Background: an optimization exercise with open tools, aiming at small area, a short achievable clock period and few clock cycles per item. Do not read the settings as production practice. Where RTL was checked, it was by simulation tests only, not by an equivalence proof against the original. Power and IR drop assume default switching activity.

==> inputs of run A <==
==> flow/design.v (excerpt) <==
module int8_matrix_vector_zero_point_core #(
   parameter int MAX_COLS = 256
) (
   input  logic                                  clock,
   input  logic                                  reset,
   input  logic                                  req_valid,
   output logic                                  req_ready,
   input  logic                                  req_command,
   input  logic signed [i8mvz_pkg::ElemWidth-1:0] req_element,
   input  logic [i8mvz_pkg::IndexWidth-1:0]      req_element_index,
   output logic                                  rsp_valid,
   input  logic                                  rsp_ready,
   output logic signed [i8mvz_pkg::SumWidth-1:0] rsp_row_sum,
   output logic [i8mvz_pkg::RowsWidth-1:0]       rsp_row_index,
   output logic                                  rsp_last_row,
   input  logic                                  csr_write_enable,
   input  logic [1:0]                            csr_index,
   input  logic [i8mvz_pkg::CsrWidth-1:0]        csr_write_data
);
   localparam int AW   = $clog2(MAX_COLS);
   localparam int CW   = i8mvz_pkg::ColsWidth;
   localparam int RW   = i8mvz_pkg::RowsWidth;
   localparam int EW   = i8mvz_pkg::ElemWidth;
   localparam int SW   = i8mvz_pkg::SumWidth;
   localparam int AccW = 24;
   localparam int PW   = 2 * EW + 1;
   localparam int WSTEP = 32;
   localparam int WB    = $clog2(WSTEP);
   localparam int RSTEP = 4;
   localparam int TB    = $clog2(RSTEP);
   logic [EW-1:0] zero_point_ff;
   logic [AW:0]   cols_ff;
   logic [RW-1:0] rows_ff;
   logic [CW-1:0] csr_cols;
   assign csr_cols = csr_write_data[CW-1:0];
   always_ff @(posedge clock) begin
      if (reset) begin
         zero_point_ff <= '0;
         cols_ff       <= (AW+1)'(MAX_COLS);
         rows_ff       <= i8mvz_pkg::RowsReset;
      end else if (csr_write_enable) begin
         if (csr_index == i8mvz_pkg::CSR_ZERO_POINT) begin
            zero_point_ff <= csr_write_data[EW-1:0];
         end
  ...
clock: 10.0 ns
lec_check: 0
cap_margin: 20
core_margin: 2
core_utilization: 55
cts_cluster_diameter: 60
cts_cluster_size: 30
place_density: 0.65
setup_slack_margin: 0.3
slew_margin: 20
synth_memory_max_bits: 16384
standard.sh (not shown) runs the stock make flow with config.mk's settings and CLKGATE_MAP_FILE= SYNTH_SCRIPT=/design/flow/synth_recipe.tcl, a recipe that flattens the netlist after the stock synthesis.
==> flow/flow/run.sh <==
#!/bin/bash
# the standard flow (the standard.sh, standard synthesis unchanged) with two
# changes to how the layout is made:
#  - timing repair aims at a shorter clock period than the design's (a larger setup
#    margin); the design is still laid out and signed off at the design's period
#  - ports are buffered with buf_4 instead of the cell buffer_ports picks by default
# make's output goes to make.log; each ORFS step keeps its own log under orfs/logs.
set -euo pipefail
bash standard.sh SETUP_SLACK_MARGIN=6.5 \
   "BUFFER_PORTS_ARGS=-buffer_cell sky130_fd_sc_hd__buf_4" \
   finish > make.log 2>&1
==> inputs of run C, as changes to run A <==
--- a/flow/flow/run.sh
+++ b/flow/flow/run.sh
@@ -8,3 +8,3 @@
 set -euo pipefail
-bash standard.sh SETUP_SLACK_MARGIN=6.5 \
+bash standard.sh SETUP_SLACK_MARGIN=7.0 \
    "BUFFER_PORTS_ARGS=-buffer_cell sky130_fd_sc_hd__buf_4" \
- CORE_UTILIZATION: 55 -> 70
- PLACE_DENSITY: 0.65 -> 0.8
==> inputs of run Y, as changes to run A <==
--- a/flow/flow/run.sh
+++ b/flow/flow/run.sh
@@ -8,3 +8,3 @@
 set -euo pipefail
-bash standard.sh SETUP_SLACK_MARGIN=6.5 \
+bash standard.sh SETUP_SLACK_MARGIN=7.0 \
    "BUFFER_PORTS_ARGS=-buffer_cell sky130_fd_sc_hd__buf_4" \
- CORE_UTILIZATION: 55 -> 30
- CTS_CLUSTER_DIAMETER: 60 -> 50
- CTS_CLUSTER_SIZE: 30 -> 20
- PLACE_DENSITY: 0.65 -> 0.38
==> comparison table <==
                                                                                       run C                       run Y                       run A
Hold path start                                                    u_vector_ram.ring_ff[437]  u_vector_ram.ring_ff[1044]  u_vector_ram.ring_ff[1960]
Met3 usage                                                                             3.62%                       2.55%                       2.54%
Met2 track demand over resource in global routing                                      47.5%                       18.2%                       26.3%
Transition time at the pin with the least slew margin                                1.08 ns                    0.995 ns                     1.02 ns
Post-synthesis to final-layout area growth                                             11.9%                       21.2%                       11.0%
Count of clock buffers in the final design                                               113                         209                         126
Slew HR                                                                                27.7%                       33.4%                       32.0%
Fraction of area in multi-input gates                                                  18.8%                       17.6%                       18.1%
Post-CTS Setup Inserts                                                                    59                          66                           2
Period Utilization, post-route                                                         33.9%                       35.0%                       34.3%
NumNets Final                                                                          4,100                       4,211                       4,041
Total power after layout                                                             16.2 mW                     18.8 mW                     16.2 mW
Fraction of final layout cells with drive strength greater than 1                      18.3%                       22.5%                       15.4%
Share of the core filled with cells in the final layout                                79.2%                       36.5%                       61.5%
Power drawn by the sequential cells                                                  9.38 mW                     9.37 mW                     9.36 mW
Number of gates on the worst path with buffers counted                                     2                           2                           1
Switching portion of total power                                                       25.0%                       25.0%                       24.0%
H-tree depth                                                                               3                           4                           3
Reg power frac                                                                         58.0%                       49.8%                       57.6%
Comb power                                                                           1.60 mW                     1.75 mW                     1.35 mW
Placed wire-length estimate after detailed placement                                 60.3 mm                     69.2 mm                     58.2 mm
Post-detailed-route wirelength per cell                                         23.6 microns                17.1 microns                17.7 microns
Critical R2R Capture                                                          s2_cs1_s_ff[9]             s2_cs1_s_ff[12]             s2_cs1_s_ff[11]
Setup slack of the most critical reg-to-reg path                                     6.86 ns                     6.77 ns                     6.65 ns
Outcome                                                             timing/DRC/antenna clean    timing/DRC/antenna clean    timing/DRC/antenna clean
Endpoint of the worst hold-timing path                             u_vector_ram.ring_ff[429]  u_vector_ram.ring_ff[1036]  u_vector_ram.ring_ff[1952]
Testbench counts of run A, summed over its fixed seeds: cycles 74,919, items 71,425.
Testbench counts of run C, summed over its fixed seeds: cycles 74,919, items 71,425.
Testbench counts of run Y, summed over its fixed seeds: cycles 74,919, items 71,425.

========
==> inputs of job 3686 <==
Another version of the RTL of int8_matrix_vector_zero_point_core (not shown whole).
clock: 10.0 ns
lec_check: 0
cap_margin: 20
core_margin: 2
core_utilization: 30
place_density: 0.38
setup_slack_margin: 0.3
slew_margin: 20
synth_memory_max_bits: 16384
run.sh (not shown) runs the stock make flow with config.mk's settings and CLKGATE_MAP_FILE= SYNTH_SCRIPT=/design/flow/synth_recipe.tcl, a recipe that flattens the netlist after the stock synthesis.
Stock flow here: none of the scripts above is used.
==> inputs of job 8749, as changes to job 3686 <==
--- a/flow/design.v
+++ b/flow/design.v
@@ -14,43 +14,28 @@
    localparam int CsrWidth   = 16;
    localparam logic [ColsWidth-1:0] ColsReset = 11'd1024;
    localparam logic [RowsWidth-1:0] RowsReset = 16'd1;
 endpackage
 module i8mvz_ram #(
    parameter int WIDTH = 8,
-   parameter int DEPTH = 256,
-   parameter int STEP  = 32,
-   parameter int NR    = 4
+   parameter int DEPTH = 256
 ) (
-   input  logic                            clock,
-   input  logic                            wr_en,
-   input  logic [$clog2(DEPTH/STEP)-1:0]   wr_point,
-   input  logic [WIDTH-1:0]                wr_data,
-   input  logic [$clog2(DEPTH/NR)-1:0]     rd_pos,
-   output logic [NR*WIDTH-1:0]             rd_part
+   input  logic                     clock,
+   input  logic                     wr_en,
+   input  logic [$clog2(DEPTH)-1:0] wr_addr,
+   input  logic [WIDTH-1:0]         wr_data,
+   input  logic [$clog2(DEPTH)-1:0] rd_addr,
+   output logic [WIDTH-1:0]         rd_data
 );
-   localparam int NP = DEPTH / STEP;
-   logic [DEPTH*WIDTH-1:0] ring_ff;
-   logic [DEPTH*WIDTH-1:0] ring_next;
-   always_comb begin
-      ring_next = {ring_ff[WIDTH-1:0], ring_ff[DEPTH*WIDTH-1:WIDTH]};
-      for (int k = 0; k < NP; k++) begin
-         if (wr_en && (32'(wr_point) == k)) begin
-            ring_next[k*STEP*WIDTH +: WIDTH] = wr_data;
-         end
-      end
-   end
+   logic [WIDTH-1:0] mem_ff [DEPTH];
    always_ff @(posedge clock) begin
-      ring_ff <= ring_next;
-   end
-   localparam int SEG = DEPTH / NR;
-   for (genvar j = 0; j < NR; j++) begin : g_part
-      logic [SEG*WIDTH-1:0] seg;
-      assign seg = ring_ff[j*SEG*WIDTH +: SEG*WIDTH];
-      assign rd_part[j*WIDTH +: WIDTH] = seg[rd_pos*WIDTH +: WIDTH];
+      if (wr_en) begin
+         mem_ff[wr_addr] <= wr_data;
+      end
    end
+   assign rd_data = mem_ff[rd_addr];
 endmodule
 module int8_matrix_vector_zero_point_core #(
    parameter int MAX_COLS = 256
 ) (
    input  logic                                  clock,
    input  logic                                  reset,
@@ -106,13 +91,12 @@
       end
    end
    logic          adv;
    logic          x_rowend_ff;
    logic          rsp_valid_ff;
    assign adv = !(rsp_valid_ff && !rsp_ready && x_rowend_ff);
-   logic          f_go;              
    logic          req_ready_ff;      
    logic          req_take;
    logic          k_valid_ff;
    logic          k_cmd_ff;
    logic [EW-1:0] k_elem_ff;
    logic [AW-1:0] k_idx_ff;
@@ -128,23 +112,23 @@
    assign req_hi    = (32'(req_element_index) >= MAX_COLS);
    always_ff @(posedge clock) begin
       if (reset) begin
          f_valid_ff   <= 1'b0;
          k_valid_ff   <= 1'b0;
          req_ready_ff <= 1'b1;
-      end else if (f_go) begin
+      end else if (adv) begin
          f_valid_ff   <= k_valid_ff || req_take;
          k_valid_ff   <= 1'b0;
          req_ready_ff <= 1'b1;
       end else if (!k_valid_ff) begin
          k_valid_ff   <= req_take;
          req_ready_ff <= !req_take;
       end
    end
    always_ff @(posedge clock) begin
-      if (f_go) begin
+      if (adv) begin
          if (k_valid_ff) begin
             f_cmd_ff  <= k_cmd_ff;
             f_elem_ff <= k_elem_ff;
             f_idx_ff  <= k_idx_ff;
             f_hi_ff   <= k_hi_ff;
          end else begin
@@ -160,97 +144,64 @@
          k_cmd_ff  <= req_command;
          k_elem_ff <= req_element;
          k_idx_ff  <= AW'(req_element_index);
          k_hi_ff   <= req_hi;
       end
    end
-   localparam int STEP = 32;
-   localparam int PB   = $clog2(STEP);
    logic          f_mat;
    logic          f_load;
-   logic          f_write;
-   logic          f_block;
-   logic [AW-1:0] phase_ff;
    logic [AW-1:0] col_ff;
-   logic [AW-1:0] rd_pos_ff;
-   logic [AW-1:0] wr_pos;
    logic          col_first;
    logic          col_last;
-   localparam int NR = 4;
-   localparam int RB = $clog2(NR);
-   logic [NR*EW-1:0] ram_rd_part;
+   logic [EW-1:0] ram_rd_data;
    assign f_mat     = f_valid_ff && (f_cmd_ff == i8mvz_pkg::CMD_MATRIX_ELEMENT);
    assign f_load    = f_valid_ff && (f_cmd_ff == i8mvz_pkg::CMD_LOAD_VECTOR);
    assign col_first = (col_ff == '0);
    assign col_last  = (col_ff == last_col_ff);
-   assign wr_pos  = f_idx_ff + ~phase_ff;
-   assign f_write = f_load && !f_hi_ff && (wr_pos[PB-1:0] == '0);
-   assign f_block = f_load && !f_hi_ff && (wr_pos[PB-1:0] != '0);
-   assign f_go    = adv && !f_block;
-   always_ff @(posedge clock) begin
-      if (reset) begin
-         phase_ff <= '0;
-      end else begin
-         phase_ff <= phase_ff + AW'(1);
-      end
-   end
    always_ff @(posedge clock) begin
       if (reset) begin
          col_ff <= '0;
-      end else if (f_go) begin
+      end else if (adv) begin
          if (f_load || (f_mat && col_last)) begin
             col_ff <= '0;
          end else if (f_mat) begin
             col_ff <= col_ff + AW'(1);
          end
       end
    end
-   always_ff @(posedge clock) begin
-      if (f_go && (f_load || (f_mat && col_last))) begin
-         rd_pos_ff <= ~phase_ff;
-      end else if (!(f_go && f_mat)) begin
-         rd_pos_ff <= rd_pos_ff - AW'(1);
-      end
-   end
    i8mvz_ram #(
       .WIDTH(EW),
-      .DEPTH(MAX_COLS),
-      .STEP (STEP),
-      .NR   (NR)
+      .DEPTH(MAX_COLS)
    ) u_vector_ram (
-      .clock   (clock),
-      .wr_en   (f_write),
-      .wr_point(wr_pos[AW-1:PB]),
-      .wr_data (f_elem_ff),
-      .rd_pos  (rd_pos_ff[AW-RB-1:0]),
-      .rd_part (ram_rd_part)
+      .clock  (clock),
+      .wr_en  (f_load && !f_hi_ff),
+      .wr_addr(f_idx_ff),
+      .wr_data(f_elem_ff),
+      .rd_addr(col_ff),
+      .rd_data(ram_rd_data)
    );
    logic          s1_mat_ff, s1_load_ff, s1_first_ff, s1_last_ff;
    logic [EW-1:0] s1_elem_ff;
-   logic [NR*EW-1:0] s1_part_ff;
-   logic [RB-1:0]    s1_sel_ff;
+   logic [EW-1:0] s1_rd_ff;
    always_ff @(posedge clock) begin
       if (reset) begin
          s1_mat_ff  <= 1'b0;
          s1_load_ff <= 1'b0;
       end else if (adv) begin
          s1_mat_ff  <= f_mat;
-         s1_load_ff <= f_load && !f_block;
+         s1_load_ff <= f_load;
       end
    end
    always_ff @(posedge clock) begin
       if (adv) begin
          s1_first_ff <= col_first;
          s1_last_ff  <= col_last;
          s1_elem_ff  <= f_elem_ff;
-         s1_part_ff  <= ram_rd_part;
-         s1_sel_ff   <= rd_pos_ff[AW-1:AW-RB];
+         s1_rd_ff    <= ram_rd_data;
       end
    end
-   logic [EW-1:0] s1_rd;
-   assign s1_rd = s1_part_ff[s1_sel_ff*EW +: EW];
    logic          s2_mat_ff, s2_load_ff, s2_first_ff, s2_last_ff;
    logic [EW-1:0] s2_elem_ff;
    logic [EW:0]   s2_diff_ff;
    always_ff @(posedge clock) begin
       if (reset) begin
          s2_mat_ff  <= 1'b0;
@@ -262,44 +213,22 @@
    end
    always_ff @(posedge clock) begin
       if (adv) begin
          s2_first_ff <= s1_first_ff;
          s2_last_ff  <= s1_last_ff;
          s2_elem_ff  <= s1_elem_ff;
-         s2_diff_ff  <= $signed({s1_rd[EW-1], s1_rd})
+         s2_diff_ff  <= $signed({s1_rd_ff[EW-1], s1_rd_ff})
                         - $signed({zero_point_ff[EW-1], zero_point_ff});
       end
    end
    logic          s3_mat_ff, s3_load_ff, s3_first_ff, s3_last_ff;
-   logic [PW-1:0] s3_prod_ff;
-   logic [PW-1:0] booth_pp [4];
-   logic [PW-1:0] booth_corr;
-   logic [PW-1:0] s2_prod;
-   logic [2:0]    booth_bits [4];
-   logic          booth_one  [4];
-   logic          booth_two  [4];
-   logic          booth_neg  [4];
-   logic [EW+1:0] booth_mag  [4];
-   always_comb begin
-      booth_corr = '0;
-      for (int j = 0; j < 4; j++) begin
-         booth_bits[j] = {s2_elem_ff[2*j+1], s2_elem_ff[2*j],
-                          (j == 0) ? 1'b0 : s2_elem_ff[(j == 0) ? 0 : 2*j-1]};
-         booth_one[j]  = booth_bits[j][1] ^ booth_bits[j][0];
-         booth_two[j]  = (booth_bits[j] == 3'b011) || (booth_bits[j] == 3'b100);
-         booth_neg[j]  = booth_bits[j][2];
-         booth_mag[j]  = booth_one[j] ? {s2_diff_ff[EW], s2_diff_ff}
-                         : (booth_two[j] ? {s2_diff_ff, 1'b0} : '0);
-         if (booth_neg[j]) begin
-            booth_mag[j] = ~booth_mag[j];
-         end
-         booth_pp[j] = PW'({{(PW-EW-2){booth_mag[j][EW+1]}}, booth_mag[j]} << (2 * j));
-         booth_corr[2*j] = booth_neg[j];
-      end
-      s2_prod = booth_pp[0] + booth_pp[1] + booth_pp[2] + booth_pp[3] + booth_corr;
-   end
+   logic signed [PW-1:0] s3_prod_ff;
+   logic signed [PW-1:0] s2_elem_x;
+   logic signed [PW-1:0] s2_diff_x;
+   assign s2_elem_x = {{(PW-EW){s2_elem_ff[EW-1]}}, s2_elem_ff};
+   assign s2_diff_x = {{(PW-EW-1){s2_diff_ff[EW]}}, s2_diff_ff};
    always_ff @(posedge clock) begin
       if (reset) begin
          s3_mat_ff  <= 1'b0;
          s3_load_ff <= 1'b0;
       end else if (adv) begin
          s3_mat_ff  <= s2_mat_ff;
@@ -307,13 +236,13 @@
       end
    end
    always_ff @(posedge clock) begin
       if (adv) begin
          s3_first_ff <= s2_first_ff;
          s3_last_ff  <= s2_last_ff;
-         s3_prod_ff  <= s2_prod;
+         s3_prod_ff  <= s2_elem_x * s2_diff_x;
       end
    end
    logic [AccW-1:0] acc_ff;
    logic [AccW-1:0] s3_prod_x;
    logic            x_load_ff;
    assign s3_prod_x = {{(AccW-PW){s3_prod_ff[PW-1]}}, s3_prod_ff};
==> inputs of job 3675, as changes to job 3686 <==
--- a/flow/design.v
+++ b/flow/design.v
@@ -15,21 +15,20 @@
    localparam logic [ColsWidth-1:0] ColsReset = 11'd1024;
    localparam logic [RowsWidth-1:0] RowsReset = 16'd1;
 endpackage
 module i8mvz_ram #(
    parameter int WIDTH = 8,
    parameter int DEPTH = 256,
-   parameter int STEP  = 32,
-   parameter int NR    = 4
+   parameter int STEP  = 32
 ) (
    input  logic                            clock,
    input  logic                            wr_en,
    input  logic [$clog2(DEPTH/STEP)-1:0]   wr_point,
    input  logic [WIDTH-1:0]                wr_data,
-   input  logic [$clog2(DEPTH/NR)-1:0]     rd_pos,
-   output logic [NR*WIDTH-1:0]             rd_part
+   input  logic [$clog2(DEPTH)-1:0]        rd_pos,
+   output logic [WIDTH-1:0]                rd_data
 );
    localparam int NP = DEPTH / STEP;
    logic [DEPTH*WIDTH-1:0] ring_ff;
    logic [DEPTH*WIDTH-1:0] ring_next;
    always_comb begin
       ring_next = {ring_ff[WIDTH-1:0], ring_ff[DEPTH*WIDTH-1:WIDTH]};
@@ -39,18 +38,13 @@
          end
       end
    end
    always_ff @(posedge clock) begin
       ring_ff <= ring_next;
    end
-   localparam int SEG = DEPTH / NR;
-   for (genvar j = 0; j < NR; j++) begin : g_part
-      logic [SEG*WIDTH-1:0] seg;
-      assign seg = ring_ff[j*SEG*WIDTH +: SEG*WIDTH];
-      assign rd_part[j*WIDTH +: WIDTH] = seg[rd_pos*WIDTH +: WIDTH];
-   end
+   assign rd_data = ring_ff[rd_pos*WIDTH +: WIDTH];
 endmodule
 module int8_matrix_vector_zero_point_core #(
    parameter int MAX_COLS = 256
 ) (
    input  logic                                  clock,
    input  logic                                  reset,
@@ -172,15 +166,13 @@
    logic [AW-1:0] phase_ff;
    logic [AW-1:0] col_ff;
    logic [AW-1:0] rd_pos_ff;
    logic [AW-1:0] wr_pos;
    logic          col_first;
    logic          col_last;
-   localparam int NR = 4;
-   localparam int RB = $clog2(NR);
-   logic [NR*EW-1:0] ram_rd_part;
+   logic [EW-1:0] ram_rd_data;
    assign f_mat     = f_valid_ff && (f_cmd_ff == i8mvz_pkg::CMD_MATRIX_ELEMENT);
    assign f_load    = f_valid_ff && (f_cmd_ff == i8mvz_pkg::CMD_LOAD_VECTOR);
    assign col_first = (col_ff == '0);
    assign col_last  = (col_ff == last_col_ff);
    assign wr_pos  = f_idx_ff + ~phase_ff;
    assign f_write = f_load && !f_hi_ff && (wr_pos[PB-1:0] == '0);
@@ -211,26 +203,24 @@
          rd_pos_ff <= rd_pos_ff - AW'(1);
       end
    end
    i8mvz_ram #(
       .WIDTH(EW),
       .DEPTH(MAX_COLS),
-      .STEP (STEP),
-      .NR   (NR)
+      .STEP (STEP)
    ) u_vector_ram (
       .clock   (clock),
       .wr_en   (f_write),
       .wr_point(wr_pos[AW-1:PB]),
       .wr_data (f_elem_ff),
-      .rd_pos  (rd_pos_ff[AW-RB-1:0]),
-      .rd_part (ram_rd_part)
+      .rd_pos  (rd_pos_ff),
+      .rd_data (ram_rd_data)
    );
    logic          s1_mat_ff, s1_load_ff, s1_first_ff, s1_last_ff;
    logic [EW-1:0] s1_elem_ff;
-   logic [NR*EW-1:0] s1_part_ff;
-   logic [RB-1:0]    s1_sel_ff;
+   logic [EW-1:0] s1_rd_ff;
    always_ff @(posedge clock) begin
       if (reset) begin
          s1_mat_ff  <= 1'b0;
          s1_load_ff <= 1'b0;
       end else if (adv) begin
          s1_mat_ff  <= f_mat;
@@ -239,18 +229,15 @@
    end
    always_ff @(posedge clock) begin
       if (adv) begin
          s1_first_ff <= col_first;
          s1_last_ff  <= col_last;
          s1_elem_ff  <= f_elem_ff;
-         s1_part_ff  <= ram_rd_part;
-         s1_sel_ff   <= rd_pos_ff[AW-1:AW-RB];
+         s1_rd_ff    <= ram_rd_data;
       end
    end
-   logic [EW-1:0] s1_rd;
-   assign s1_rd = s1_part_ff[s1_sel_ff*EW +: EW];
    logic          s2_mat_ff, s2_load_ff, s2_first_ff, s2_last_ff;
    logic [EW-1:0] s2_elem_ff;
    logic [EW:0]   s2_diff_ff;
    always_ff @(posedge clock) begin
       if (reset) begin
          s2_mat_ff  <= 1'b0;
@@ -262,44 +249,22 @@
    end
    always_ff @(posedge clock) begin
       if (adv) begin
          s2_first_ff <= s1_first_ff;
          s2_last_ff  <= s1_last_ff;
          s2_elem_ff  <= s1_elem_ff;
-         s2_diff_ff  <= $signed({s1_rd[EW-1], s1_rd})
+         s2_diff_ff  <= $signed({s1_rd_ff[EW-1], s1_rd_ff})
                         - $signed({zero_point_ff[EW-1], zero_point_ff});
       end
    end
    logic          s3_mat_ff, s3_load_ff, s3_first_ff, s3_last_ff;
-   logic [PW-1:0] s3_prod_ff;
-   logic [PW-1:0] booth_pp [4];
-   logic [PW-1:0] booth_corr;
-   logic [PW-1:0] s2_prod;
-   logic [2:0]    booth_bits [4];
-   logic          booth_one  [4];
-   logic          booth_two  [4];
-   logic          booth_neg  [4];
-   logic [EW+1:0] booth_mag  [4];
-   always_comb begin
-      booth_corr = '0;
-      for (int j = 0; j < 4; j++) begin
-         booth_bits[j] = {s2_elem_ff[2*j+1], s2_elem_ff[2*j],
-                          (j == 0) ? 1'b0 : s2_elem_ff[(j == 0) ? 0 : 2*j-1]};
-         booth_one[j]  = booth_bits[j][1] ^ booth_bits[j][0];
-         booth_two[j]  = (booth_bits[j] == 3'b011) || (booth_bits[j] == 3'b100);
-         booth_neg[j]  = booth_bits[j][2];
-         booth_mag[j]  = booth_one[j] ? {s2_diff_ff[EW], s2_diff_ff}
-                         : (booth_two[j] ? {s2_diff_ff, 1'b0} : '0);
-         if (booth_neg[j]) begin
-            booth_mag[j] = ~booth_mag[j];
-         end
-         booth_pp[j] = PW'({{(PW-EW-2){booth_mag[j][EW+1]}}, booth_mag[j]} << (2 * j));
-         booth_corr[2*j] = booth_neg[j];
-      end
-      s2_prod = booth_pp[0] + booth_pp[1] + booth_pp[2] + booth_pp[3] + booth_corr;
-   end
+   logic signed [PW-1:0] s3_prod_ff;
+   logic signed [PW-1:0] s2_elem_x;
+   logic signed [PW-1:0] s2_diff_x;
+   assign s2_elem_x = {{(PW-EW){s2_elem_ff[EW-1]}}, s2_elem_ff};
+   assign s2_diff_x = {{(PW-EW-1){s2_diff_ff[EW]}}, s2_diff_ff};
    always_ff @(posedge clock) begin
       if (reset) begin
          s3_mat_ff  <= 1'b0;
          s3_load_ff <= 1'b0;
       end else if (adv) begin
          s3_mat_ff  <= s2_mat_ff;
@@ -307,13 +272,13 @@
       end
    end
    always_ff @(posedge clock) begin
       if (adv) begin
          s3_first_ff <= s2_first_ff;
          s3_last_ff  <= s2_last_ff;
-         s3_prod_ff  <= s2_prod;
+         s3_prod_ff  <= s2_elem_x * s2_diff_x;
       end
    end
    logic [AccW-1:0] acc_ff;
    logic [AccW-1:0] s3_prod_x;
    logic            x_load_ff;
    assign s3_prod_x = {{(AccW-PW){s3_prod_ff[PW-1]}}, s3_prod_ff};
==> comparison table <==
quantity                                                                     job 8749                   job 3675                    job 3686
Result of the run                                                      finished clean             finished clean              finished clean
Most common cell in the netlist                             sky130_fd_sc_hd__edfxtp_1   sky130_fd_sc_hd__dfxtp_1    sky130_fd_sc_hd__dfxtp_1
Global placer's final weighted congestion                                       0.743                      0.728                       0.737
Share of total power in combinational logic                                      8.7%                      25.8%                       17.5%
Antenna violations before repair                                                   15                         19                          12
Clock buffer count in the final layout                                            339                        357                         344
Worst path required time                                                     10.62 ns                   10.59 ns                    10.61 ns
Data arrival time of the worst path                                           5.38 ns                    5.34 ns                     6.19 ns
Antenna diode count                                                                 3                          6                           1
Die height                                                                     554 um                     494 um                      493 um
Total via count after detailed routing                                          43230                      37716                       35541
Worst Path Buf+Inv                                                                  2                          2                           3
Met1 Wirelength                                                                118 mm                    89.1 mm                     78.4 mm
Global Route met1 Usage                                                         23.7%                      21.4%                       18.8%
Count of flip-flops with a built-in enable after synthesis                       2187                        147                         173
Endpoint of the lowest-slack register-to-register path                    s1_rd_ff[2]             s3_prod_ff[16]              s3_prod_ff[16]
WHS Endpoint                                                            s2_elem_ff[1]  u_vector_ram.ring_ff[217]  u_vector_ram.ring_ff[1922]
Min setup slack post-route                                                    5.24 ns                    5.25 ns                     4.42 ns
H-Tree Level Count                                                                  5                          4                           4
Number of standard-cell rows in the floorplan                                     202                        179                         179
Primary FF master, synth                                    sky130_fd_sc_hd__edfxtp_1   sky130_fd_sc_hd__dfxtp_1    sky130_fd_sc_hd__dfxtp_1
Share of synthesized area spent on multiplexers                                 16.1%                      19.1%                       21.8%
Critical path's most frequent cell                            sky130_fd_sc_hd__mux4_2      sky130_fd_sc_hd__fa_1       sky130_fd_sc_hd__ha_1
Most common cell after layout, fill and taps aside          sky130_fd_sc_hd__edfxtp_1   sky130_fd_sc_hd__dfxtp_1    sky130_fd_sc_hd__dfxtp_1
Number of well taps                                                              3978                       3167                        3167
Min-Delay Startpoint                                                    s1_elem_ff[1]  u_vector_ram.ring_ff[225]  u_vector_ram.ring_ff[1930]
Final std cell area, no fill                                              105000 um^2                 84300 um^2                  84900 um^2
No run of this note included a check of the RTL's function; only the layout flow was run.

afterwards: timing with drivers on the ports:
No port has a modelled driver above. Below, the same layouts with a new extraction and two added sets of constraints. Step 1: set_driving_cell puts a clkbuf_16 on clock and a buf_2 on each other input, an assumption about the parent block. Step 2 adds t to the input delays and takes it off the output delays; t is the mean of the earliest and latest rising clock arrival at the registers after step 1. Input paths then give back, and output paths get back, about the clock's delay inside the block. a / b / c = ideal ports / drivers / drivers and shift; a / b = the first two.
run | t (ns) | slack for setup (ns) | clock arrival spread, ns | worst data-port slew with drivers (ns)
run A | 0.754 | 6.574 / 6.508 / 6.030 | 0.036 / 0.036 | 0.08
run C | 0.760 | 6.608 / 6.541 / 6.084 | 0.041 / 0.041 | 0.09
run Y | 0.887 | 6.504 / 6.426 / 6.068 | 0.040 / 0.039 | 0.05
job 3686 | 0.928 | 4.423 / 4.423 / 4.423 | 0.078 / 0.077 | 0.09
job 8749 | 0.947 | 5.241 / 5.241 / 5.197 | 0.040 / 0.040 | 0.08
job 3675 | 0.941 | 5.246 / 5.246 / 4.718 | 0.066 / 0.066 | 0.08
After both steps setup and hold are still met in every run listed. The setup slack of run A, which loses most, moves by -0.066 ns with the drivers and by -0.544 ns with both steps.
